Background: an optimization exercise with open tools, aiming at a short achievable clock period and few clock cycles per item. Do not read the settings as production practice.
Power and IR drop assume default switching activity.

==> module gpo_register_bank, before the edit <==
module gpo_register_bank (
	input  logic                                  BUS,
	input  logic                                  reset,
	input  logic [gpio_bus_pkg::WORD_COUNT-1:0]   write_hit,
	input  logic [gpio_bus_pkg::WORD_COUNT*gpio_bus_pkg::WRITE_GROUPS-1:0] write_en_n,  
	input  gpio_bus_pkg::data_t                   write_data,
	output gpio_bus_pkg::gpio_vec_t               gp_op,
	output logic [gpio_bus_pkg::WORD_COUNT-1:0]   gp_op_valid
);
	localparam int GROUP_W = gpio_bus_pkg::DATA_W / gpio_bus_pkg::WRITE_GROUPS;
	always_ff @(posedge BUS) begin
		if (reset) begin
			gp_op       <= '0;
			gp_op_valid <= '0;
		end
		else begin
			gp_op_valid <= write_hit;                    
			for (int i = 0; i < gpio_bus_pkg::WORD_COUNT; i++) begin
				for (int g = 0; g < gpio_bus_pkg::WRITE_GROUPS; g++) begin
					if (!write_en_n[i*gpio_bus_pkg::WRITE_GROUPS+g]) begin
						gp_op[i*gpio_bus_pkg::DATA_W+g*GROUP_W +: GROUP_W] <= write_data[g*GROUP_W +: GROUP_W];
					end
				end
			end
		end
	end
endmodule
==> module bus_response_regs, before the edit <==
module bus_response_regs (
	input  logic                                BUS,
	input  logic                                reset,
	input  logic                                accept,
	input  logic [gpio_bus_pkg::WRITE_GROUPS-1:0] read_ok,    
	input  logic                                bus_error,
	input  logic [3:0]                          read_index,    
	input  gpio_bus_pkg::gpio_vec_t             gp_op,
	input  gpio_bus_pkg::gpio_vec_t             gp_ip,
	output gpio_bus_pkg::data_t                 read_data,
	output logic                                error
);
	logic [2*gpio_bus_pkg::WORD_COUNT*gpio_bus_pkg::DATA_W-1:0] all_words;
	gpio_bus_pkg::data_t read_sel;
	assign all_words = {gp_ip, gp_op};
	always_comb begin
		read_sel = '0;
		for (int k = 0; k < 2*gpio_bus_pkg::WORD_COUNT; k++) begin
			read_sel = read_sel
				| ({gpio_bus_pkg::DATA_W{read_index == k[3:0]}} & all_words[k*gpio_bus_pkg::DATA_W +: gpio_bus_pkg::DATA_W]);
		end
	end
	localparam int GROUP_W = gpio_bus_pkg::DATA_W / gpio_bus_pkg::WRITE_GROUPS;
	always_ff @(posedge BUS) begin
		if (reset) begin
			read_data <= '0;
			error     <= 1'b0;
		end
		else begin
			if (accept) begin
				error <= bus_error;                      
			end
			for (int g = 0; g < gpio_bus_pkg::WRITE_GROUPS; g++) begin
				if (read_ok[g]) begin
					read_data[g*GROUP_W +: GROUP_W] <= read_sel[g*GROUP_W +: GROUP_W];
				end
			end
		end
	end
endmodule
==> flow/config.mk <==
export PLATFORM = sky130hd
export DESIGN_NAME = gpio_bus_slave
export DESIGN_NICKNAME = gpio_bus_slave
export VERILOG_FILES = /design/flow/design.v
export SDC_FILE = /design/flow/constraint.sdc
export NUM_CORES = 4
export LEC_CHECK = 0
export CAP_MARGIN = 20
export CORE_MARGIN = 2
export CORE_UTILIZATION = 40
export SETUP_SLACK_MARGIN = 2.6
export SLEW_MARGIN = 20
export SYNTH_HIERARCHICAL = 1
export SYNTH_MINIMUM_KEEP_SIZE = 0
==> flow/constraint.sdc <==
create_clock -name core_clock -period 4.0 [get_ports {BUS}]
set_input_delay 0.8000 -clock core_clock [delete_from_list [all_inputs] [get_ports {BUS}]]
set_output_delay 0.8000 -clock core_clock [all_outputs]
set_load 0.01 [all_outputs]
run.sh (not shown) runs the stock make flow with config.mk's settings and CLKGATE_MAP_FILE= SYNTH_SCRIPT=/design/flow/synth_recipe.tcl, a recipe that flattens the netlist after the stock synthesis.
Then changed:
--- a/flow/design.v
+++ b/flow/design.v
@@ -26,12 +26,15 @@
 module gpio_nor3 (input logic a, b, c, output logic y);
 	assign y = !(a || b || c);
 endmodule
 module gpio_nor4 (input logic a, b, c, d, output logic y);
 	assign y = !(a || b || c || d);
 endmodule
+module gpio_mux2i (input logic s, a0, a1, output logic y);
+	assign y = !(s ? a1 : a0);
+endmodule
 module gpio_nand2 (input logic a, b, output logic y);
 	assign y = !(a && b);
 endmodule
 module gpio_nand3 (input logic a, b, c, output logic y);
 	assign y = !(a && b && c);
 endmodule
@@ -125,26 +128,38 @@
 	input  logic [gpio_bus_pkg::WORD_COUNT*gpio_bus_pkg::WRITE_GROUPS-1:0] write_en_n,  
 	input  gpio_bus_pkg::data_t                   write_data,
 	output gpio_bus_pkg::gpio_vec_t               gp_op,
 	output logic [gpio_bus_pkg::WORD_COUNT-1:0]   gp_op_valid
 );
 	localparam int GROUP_W = gpio_bus_pkg::DATA_W / gpio_bus_pkg::WRITE_GROUPS;
+	localparam int GROUPS  = gpio_bus_pkg::WORD_COUNT * gpio_bus_pkg::WRITE_GROUPS;
+	gpio_bus_pkg::gpio_vec_t data_n;                     
+	gpio_bus_pkg::gpio_vec_t data;                       
+	gpio_bus_pkg::gpio_vec_t data_n_next;
+	logic [GROUPS-1:0]       cleared;                    
+	for (genvar b = 0; b < gpio_bus_pkg::WORD_COUNT*gpio_bus_pkg::DATA_W; b++) begin : g_bit
+		gpio_inv   u_true (.a(data_n[b]), .y(data[b]));
+		gpio_mux2i u_next (
+			.s  (write_en_n[b / GROUP_W]),               
+			.a0 (write_data[b % gpio_bus_pkg::DATA_W]),
+			.a1 (data[b]),
+			.y  (data_n_next[b])
+		);
+		gpio_nor2  u_out  (.a(data_n[b]), .b(cleared[b / GROUP_W]), .y(gp_op[b]));
+	end
+	always_ff @(posedge BUS) begin
+		data_n <= data_n_next;
+	end
 	always_ff @(posedge BUS) begin
 		if (reset) begin
-			gp_op       <= '0;
+			cleared     <= '1;
 			gp_op_valid <= '0;
 		end
 		else begin
+			cleared     <= cleared & write_en_n;         
 			gp_op_valid <= write_hit;                    
-			for (int i = 0; i < gpio_bus_pkg::WORD_COUNT; i++) begin
-				for (int g = 0; g < gpio_bus_pkg::WRITE_GROUPS; g++) begin
-					if (!write_en_n[i*gpio_bus_pkg::WRITE_GROUPS+g]) begin
-						gp_op[i*gpio_bus_pkg::DATA_W+g*GROUP_W +: GROUP_W] <= write_data[g*GROUP_W +: GROUP_W];
-					end
-				end
-			end
 		end
 	end
 endmodule
 module bus_response_regs (
 	input  logic                                BUS,
 	input  logic                                reset,
@@ -157,19 +172,17 @@
 	output gpio_bus_pkg::data_t                 read_data,
 	output logic                                error
 );
 	logic [2*gpio_bus_pkg::WORD_COUNT*gpio_bus_pkg::DATA_W-1:0] all_words;
 	gpio_bus_pkg::data_t read_sel;
 	assign all_words = {gp_ip, gp_op};
-	always_comb begin
-		read_sel = '0;
-		for (int k = 0; k < 2*gpio_bus_pkg::WORD_COUNT; k++) begin
-			read_sel = read_sel
-				| ({gpio_bus_pkg::DATA_W{read_index == k[3:0]}} & all_words[k*gpio_bus_pkg::DATA_W +: gpio_bus_pkg::DATA_W]);
-		end
-	end
+	gpio_read_mux u_mux (
+		.read_index (read_index),
+		.words      (all_words),
+		.read_sel   (read_sel)
+	);
 	localparam int GROUP_W = gpio_bus_pkg::DATA_W / gpio_bus_pkg::WRITE_GROUPS;
 	always_ff @(posedge BUS) begin
 		if (reset) begin
 			read_data <= '0;
 			error     <= 1'b0;
 		end
@@ -179,12 +192,25 @@
 			end
 			for (int g = 0; g < gpio_bus_pkg::WRITE_GROUPS; g++) begin
 				if (read_ok[g]) begin
 					read_data[g*GROUP_W +: GROUP_W] <= read_sel[g*GROUP_W +: GROUP_W];
 				end
 			end
+		end
+	end
+endmodule
+module gpio_read_mux (
+	input  logic [3:0]                                              read_index,
+	input  logic [2*gpio_bus_pkg::WORD_COUNT*gpio_bus_pkg::DATA_W-1:0] words,
+	output gpio_bus_pkg::data_t                                     read_sel
+);
+	always_comb begin
+		read_sel = '0;
+		for (int k = 0; k < 2*gpio_bus_pkg::WORD_COUNT; k++) begin
+			read_sel = read_sel
+				| ({gpio_bus_pkg::DATA_W{read_index == k[3:0]}} & words[k*gpio_bus_pkg::DATA_W +: gpio_bus_pkg::DATA_W]);
 		end
 	end
 endmodule
 module gpio_bus_slave (
 	input  logic                                BUS,
 	input  logic                                reset,
=>
- The new run ran to the end with no violations
- die area is higher by about 7.5%
- synthesized area grows by about 8%
- final area climbs by about 17%
- worst setup slack is worse by 0.21 ns
- via count went up by about 15%
- wire length increases by 24%
- sequential power climbs by about 11%
- non-clock buffer count drops by 34
- clock skew climbs by 0.012 ns
- global-route usage goes up by 3.1 points
- sequential share of layout area goes down by 2.2 points
- critical path depth is lower by 1
- hold slack got worse by 0.022 ns
- total power went up by about 9%
No run of this note included a check of the RTL's function; only the layout flow was run.


## 03-10
Another version of the RTL of gpio_bus_slave (not shown whole).
Size: ~620 I/O pins.
==> module gpio_addr_decode, before the edit <==
module gpio_addr_decode (
	input  gpio_bus_pkg::addr_t                 addr,
	input  logic                                valid,
	input  logic                                rnw,
	input  logic                                ready,        
	output logic [gpio_bus_pkg::WORD_COUNT-1:0] write_hit,    
	output logic [gpio_bus_pkg::WORD_COUNT*gpio_bus_pkg::WRITE_GROUPS-1:0] write_en_n,  
	output logic                                accept,       
	output logic [gpio_bus_pkg::WRITE_GROUPS-1:0] read_ok,    
	output logic                                bus_error,    
	output logic [3:0]                          read_index    
);
	logic [26:0] zero_in;
	logic [8:0]  write_zero;                             
	logic [8:0]  read_zero;
	logic [1:0]  read_base_n;
	logic        write_z;                                
	logic        read_z;                                 
	logic        read_n;                                 
	logic [gpio_bus_pkg::WRITE_GROUPS-1:0] write_ok_g;  
	logic [2:0]  index_n;                                
	logic [gpio_bus_pkg::WORD_COUNT-1:0] word_n;         
	logic [gpio_bus_pkg::WORD_COUNT-1:0] word_ok;        
	assign zero_in = {addr[31:25], addr[23:6], addr[1:0]};
	for (genvar k = 0; k < 9; k++) begin : g_zero
		gpio_nor3 u_wnor (.a(zero_in[3*k]), .b(zero_in[3*k+1]), .c(zero_in[3*k+2]), .y(write_zero[k]));
		gpio_nor3 u_rnor (.a(zero_in[3*k]), .b(zero_in[3*k+1]), .c(zero_in[3*k+2]), .y(read_zero[k]));
	end
	gpio_nand4 u_rbase0 (.a(read_zero[0]),  .b(read_zero[1]),  .c(read_zero[2]),  .d(read_zero[3]),  .y(read_base_n[0]));
	gpio_nand4 u_rbase1 (.a(read_zero[4]),  .b(read_zero[5]),  .c(read_zero[6]),  .d(read_zero[7]),  .y(read_base_n[1]));
	gpio_nor3  u_wz    (.a(ready), .b(rnw), .c(addr[5]), .y(write_z));
	for (genvar g = 0; g < gpio_bus_pkg::WRITE_GROUPS; g++) begin : g_wcopy
		logic [1:0] base_n;                              
		logic       rest_n;                              
		gpio_nand4 u_wbase0 (.a(write_zero[0]), .b(write_zero[1]), .c(write_zero[2]), .d(write_zero[3]), .y(base_n[0]));
		gpio_nand4 u_wbase1 (.a(write_zero[4]), .b(write_zero[5]), .c(write_zero[6]), .d(write_zero[7]), .y(base_n[1]));
		gpio_nand4 u_wn     (.a(write_zero[8]), .b(write_z), .c(valid), .d(addr[24]), .y(rest_n));
		gpio_nor3  u_write_g (.a(base_n[0]), .b(base_n[1]), .c(rest_n), .y(write_ok_g[g]));
	end
	assign read_z = rnw && !ready;
	gpio_nand4 u_rn    (.a(read_zero[8]), .b(read_z), .c(valid), .d(addr[24]), .y(read_n));
	for (genvar k = 0; k < 3; k++) begin : g_index
		gpio_inv u_inv (.a(addr[2+k]), .y(index_n[k]));
	end
	for (genvar i = 0; i < gpio_bus_pkg::WORD_COUNT; i++) begin : g_word
		gpio_nand3 u_sel (
			.a (((i / 1) % 2 == 1) ? addr[2] : index_n[0]),
			.b (((i / 2) % 2 == 1) ? addr[3] : index_n[1]),
			.c (((i / 4) % 2 == 1) ? addr[4] : index_n[2]),
			.y (word_n[i])
		);
		gpio_inv u_ok (.a(word_n[i]), .y(word_ok[i]));
		assign write_hit[i] = !write_en_n[i*gpio_bus_pkg::WRITE_GROUPS];    
		for (genvar g = 0; g < gpio_bus_pkg::WRITE_GROUPS; g++) begin : g_group
			gpio_nand2 u_en (.a(write_ok_g[g]), .b(word_ok[i]), .y(write_en_n[i*gpio_bus_pkg::WRITE_GROUPS+g]));
		end
	end
	for (genvar g = 0; g < gpio_bus_pkg::WRITE_GROUPS; g++) begin : g_read
		gpio_nor3 u_read (.a(read_base_n[0]), .b(read_base_n[1]), .c(read_n), .y(read_ok[g]));
	end
	assign accept     = valid && !ready;
	assign bus_error  = (addr[31:6] != gpio_bus_pkg::GPO_BASE[31:6]) || (addr[1:0] != 2'b00) || (!rnw && addr[5]);  
	assign read_index = addr[5:2];
endmodule
==> module gpio_read_mux, before the edit <==
module gpio_read_mux (
	input  logic [3:0]                                              read_index,
	input  logic [2*gpio_bus_pkg::WORD_COUNT*gpio_bus_pkg::DATA_W-1:0] words,
	output gpio_bus_pkg::data_t                                     read_sel
);
	localparam int W = gpio_bus_pkg::DATA_W;
	localparam int GROUP_W = W / gpio_bus_pkg::WRITE_GROUPS;
	logic [gpio_bus_pkg::WRITE_GROUPS-1:0][3:0] lo_hot;  
	logic [gpio_bus_pkg::WRITE_GROUPS-1:0][3:0] hi_hot;  
	for (genvar g = 0; g < gpio_bus_pkg::WRITE_GROUPS; g++) begin : g_dec
		gpio_predecode u_lo (.sel(read_index[1:0]), .hot(lo_hot[g]));
		gpio_predecode u_hi (.sel(read_index[3:2]), .hot(hi_hot[g]));
	end
	for (genvar b = 0; b < W; b++) begin : g_bit
		logic [3:0] group_bit;                           
		logic [7:0] pair_n;
		logic [1:0] half_n;
		for (genvar h = 0; h < 4; h++) begin : g_group
			gpio_a22oi u_p0 (.a1(lo_hot[b / GROUP_W][0]), .a2(words[(4*h+0)*W+b]), .b1(lo_hot[b / GROUP_W][1]), .b2(words[(4*h+1)*W+b]), .y(pair_n[2*h]));
			gpio_a22oi u_p1 (.a1(lo_hot[b / GROUP_W][2]), .a2(words[(4*h+2)*W+b]), .b1(lo_hot[b / GROUP_W][3]), .b2(words[(4*h+3)*W+b]), .y(pair_n[2*h+1]));
			gpio_nand2 u_g  (.a(pair_n[2*h]), .b(pair_n[2*h+1]), .y(group_bit[h]));
		end
		gpio_a22oi u_h0 (.a1(hi_hot[b / GROUP_W][0]), .a2(group_bit[0]), .b1(hi_hot[b / GROUP_W][1]), .b2(group_bit[1]), .y(half_n[0]));
		gpio_a22oi u_h1 (.a1(hi_hot[b / GROUP_W][2]), .a2(group_bit[2]), .b1(hi_hot[b / GROUP_W][3]), .b2(group_bit[3]), .y(half_n[1]));
		gpio_nand2 u_sel (.a(half_n[0]), .b(half_n[1]), .y(read_sel[b]));
	end
endmodule
clock: 4.0 ns
lec_check: 0
cap_margin: 20
core_margin: 2
core_utilization: 40
setup_slack_margin: 2.6
slew_margin: 20
synth_hierarchical: 1
synth_minimum_keep_size: 0
[inputs] 06-26 vs 03-10
==> flow/design.v, changed modules only <==
module gpio_addr_decode (
	input  gpio_bus_pkg::addr_t                 addr,
	input  logic                                valid,
	input  logic                                rnw,
	input  logic                                ready,        
	output logic [gpio_bus_pkg::WORD_COUNT-1:0] write_hit,    
	output logic [gpio_bus_pkg::WORD_COUNT*gpio_bus_pkg::WRITE_GROUPS-1:0] write_en_n,  
	output logic                                accept,       
	output logic [gpio_bus_pkg::WRITE_GROUPS-1:0] read_ok,    
	output logic                                bus_error,    
	output logic [3:0]                          read_index    
);
	logic [26:0] zero_in;
	logic [8:0]  write_zero;                             
	logic [8:0]  read_zero;
	logic [1:0]  write_base_n;                           
	logic [1:0]  read_base_n;
	logic        write_z;                                
	logic        read_z;                                 
	logic        write_n;                                
	logic        read_n;                                 
	logic        write_ok;                               
	logic [gpio_bus_pkg::WRITE_GROUPS-1:0] write_ok_g;  
	logic [2:0]  index_n;                                
	logic [gpio_bus_pkg::WORD_COUNT-1:0] word_n;         
	logic [gpio_bus_pkg::WORD_COUNT-1:0] word_ok;        
	assign zero_in = {addr[31:25], addr[23:6], addr[1:0]};
	for (genvar k = 0; k < 9; k++) begin : g_zero
		gpio_nor3 u_wnor (.a(zero_in[3*k]), .b(zero_in[3*k+1]), .c(zero_in[3*k+2]), .y(write_zero[k]));
		gpio_nor3 u_rnor (.a(zero_in[3*k]), .b(zero_in[3*k+1]), .c(zero_in[3*k+2]), .y(read_zero[k]));
	end
	gpio_nand4 u_wbase0 (.a(write_zero[0]), .b(write_zero[1]), .c(write_zero[2]), .d(write_zero[3]), .y(write_base_n[0]));
	gpio_nand4 u_wbase1 (.a(write_zero[4]), .b(write_zero[5]), .c(write_zero[6]), .d(write_zero[7]), .y(write_base_n[1]));
	gpio_nand4 u_rbase0 (.a(read_zero[0]),  .b(read_zero[1]),  .c(read_zero[2]),  .d(read_zero[3]),  .y(read_base_n[0]));
	gpio_nand4 u_rbase1 (.a(read_zero[4]),  .b(read_zero[5]),  .c(read_zero[6]),  .d(read_zero[7]),  .y(read_base_n[1]));
	gpio_nor3  u_wz    (.a(ready), .b(rnw), .c(addr[5]), .y(write_z));
	gpio_nand4 u_wn    (.a(write_zero[8]), .b(write_z), .c(valid), .d(addr[24]), .y(write_n));
	gpio_nor3  u_write (.a(write_base_n[0]), .b(write_base_n[1]), .c(write_n), .y(write_ok));
	for (genvar g = 0; g < gpio_bus_pkg::WRITE_GROUPS; g++) begin : g_write
		gpio_nor3 u_write_g (.a(write_base_n[0]), .b(write_base_n[1]), .c(write_n), .y(write_ok_g[g]));
	end
	assign read_z = rnw && !ready;
	gpio_nand4 u_rn    (.a(read_zero[8]), .b(read_z), .c(valid), .d(addr[24]), .y(read_n));
	for (genvar k = 0; k < 3; k++) begin : g_index
		gpio_inv u_inv (.a(addr[2+k]), .y(index_n[k]));
	end
	for (genvar i = 0; i < gpio_bus_pkg::WORD_COUNT; i++) begin : g_word
		gpio_nand3 u_sel (
			.a (((i / 1) % 2 == 1) ? addr[2] : index_n[0]),
			.b (((i / 2) % 2 == 1) ? addr[3] : index_n[1]),
			.c (((i / 4) % 2 == 1) ? addr[4] : index_n[2]),
			.y (word_n[i])
		);
		gpio_inv u_ok (.a(word_n[i]), .y(word_ok[i]));
		assign write_hit[i] = write_ok && word_ok[i];
		for (genvar g = 0; g < gpio_bus_pkg::WRITE_GROUPS; g++) begin : g_group
			gpio_nand2 u_en (.a(write_ok_g[g]), .b(word_ok[i]), .y(write_en_n[i*gpio_bus_pkg::WRITE_GROUPS+g]));
		end
	end
	for (genvar g = 0; g < gpio_bus_pkg::WRITE_GROUPS; g++) begin : g_read
		gpio_nor3 u_read (.a(read_base_n[0]), .b(read_base_n[1]), .c(read_n), .y(read_ok[g]));
	end
	assign accept     = valid && !ready;
	assign bus_error  = (addr[31:6] != gpio_bus_pkg::GPO_BASE[31:6]) || (addr[1:0] != 2'b00) || (!rnw && addr[5]);  
	assign read_index = addr[5:2];
endmodule
module gpio_read_mux (
	input  logic [3:0]                                              read_index,
	input  logic [2*gpio_bus_pkg::WORD_COUNT*gpio_bus_pkg::DATA_W-1:0] words,
	output gpio_bus_pkg::data_t                                     read_sel
);
	localparam int W = gpio_bus_pkg::DATA_W;
	logic [3:0] lo_hot;                                  
	logic [3:0] hi_hot;                                  
	gpio_predecode u_lo (.sel(read_index[1:0]), .hot(lo_hot));
	gpio_predecode u_hi (.sel(read_index[3:2]), .hot(hi_hot));
	for (genvar b = 0; b < W; b++) begin : g_bit
		logic [3:0] group_bit;                           
		logic [7:0] pair_n;
		logic [1:0] half_n;
		for (genvar h = 0; h < 4; h++) begin : g_group
			gpio_a22oi u_p0 (.a1(lo_hot[0]), .a2(words[(4*h+0)*W+b]), .b1(lo_hot[1]), .b2(words[(4*h+1)*W+b]), .y(pair_n[2*h]));
			gpio_a22oi u_p1 (.a1(lo_hot[2]), .a2(words[(4*h+2)*W+b]), .b1(lo_hot[3]), .b2(words[(4*h+3)*W+b]), .y(pair_n[2*h+1]));
			gpio_nand2 u_g  (.a(pair_n[2*h]), .b(pair_n[2*h+1]), .y(group_bit[h]));
		end
		gpio_a22oi u_h0 (.a1(hi_hot[0]), .a2(group_bit[0]), .b1(hi_hot[1]), .b2(group_bit[1]), .y(half_n[0]));
		gpio_a22oi u_h1 (.a1(hi_hot[2]), .a2(group_bit[2]), .b1(hi_hot[3]), .b2(group_bit[3]), .y(half_n[1]));
		gpio_nand2 u_sel (.a(half_n[0]), .b(half_n[1]), .y(read_sel[b]));
	end
endmodule
| sequential share of layout area | 06-26 vs 03-10 | ≈ equal |. Going from 03-10 to 06-26, share of the clock period used by the worst path after layout dropped 0.42 points; clock-buffer cell count shows an increase of 3; worst-case setup margin in the final layout moved up; number of antenna violations at the first check in global routing now larger. 06-26 ends up with a reported net switching power that is about 3.6% higher than in 03-10. The endpoint of the most critical setup path comes out u_gpo.gp_op[135]$_SDFFE_PP0N_ in one run and u_gpo.gp_op[5]$_SDFFE_PP0N_ in the other, namely in 03-10 and 06-26 respectively. 06-26: synthesized instance count lower than 03-10. In 06-26, the power in combinational cells came out about 9% above the value in 03-10. 03-10 → 06-26: global-route usage higher, die area lower, total detailed-routing wirelength higher, clock network latency to the later pin of the worst-skew pair roughly the same.
No functional check of the RTL was part of any run of this note.

==> what the ideal ports hide <==
Ports are ideal in the flow. The routed layouts listed here were re-timed in OpenROAD. Step 1 (the two cells are an assumption about what drives the block):
set clk [get_ports {BUS}]
set_driving_cell -lib_cell sky130_fd_sc_hd__clkbuf_16 $clk
set_driving_cell -lib_cell sky130_fd_sc_hd__buf_2 [delete_from_list [all_inputs] $clk]
Step 2, shift: input delay + t, output delay - t, t = (earliest + latest rising clock arrival at the registers) / 2. This alone moves slack from input paths to output paths. a / b / c = no drivers / after step 1 / after step 2; a / b = the first two.
| run | t (ns) | setup WS [ns] | worst setup path at the end |
|---|---|---|---|
| the first run of note 1 | 0.572 | 1.828 / 1.742 / 1.170 | input to register |
| the second run of note 1 | 0.590 | 1.618 / 1.634 / 1.044 | input to register |
| 03-10 | 0.562 | 1.977 / 1.962 / 1.400 | input to register |
| 06-26 | 0.568 | 1.993 / 1.940 / 1.372 | input to register |
After both steps every run listed still meets setup and hold. The setup slack of the first run of note 1, which loses most, moves by -0.086 ns with the drivers and by -0.658 ns with both steps.
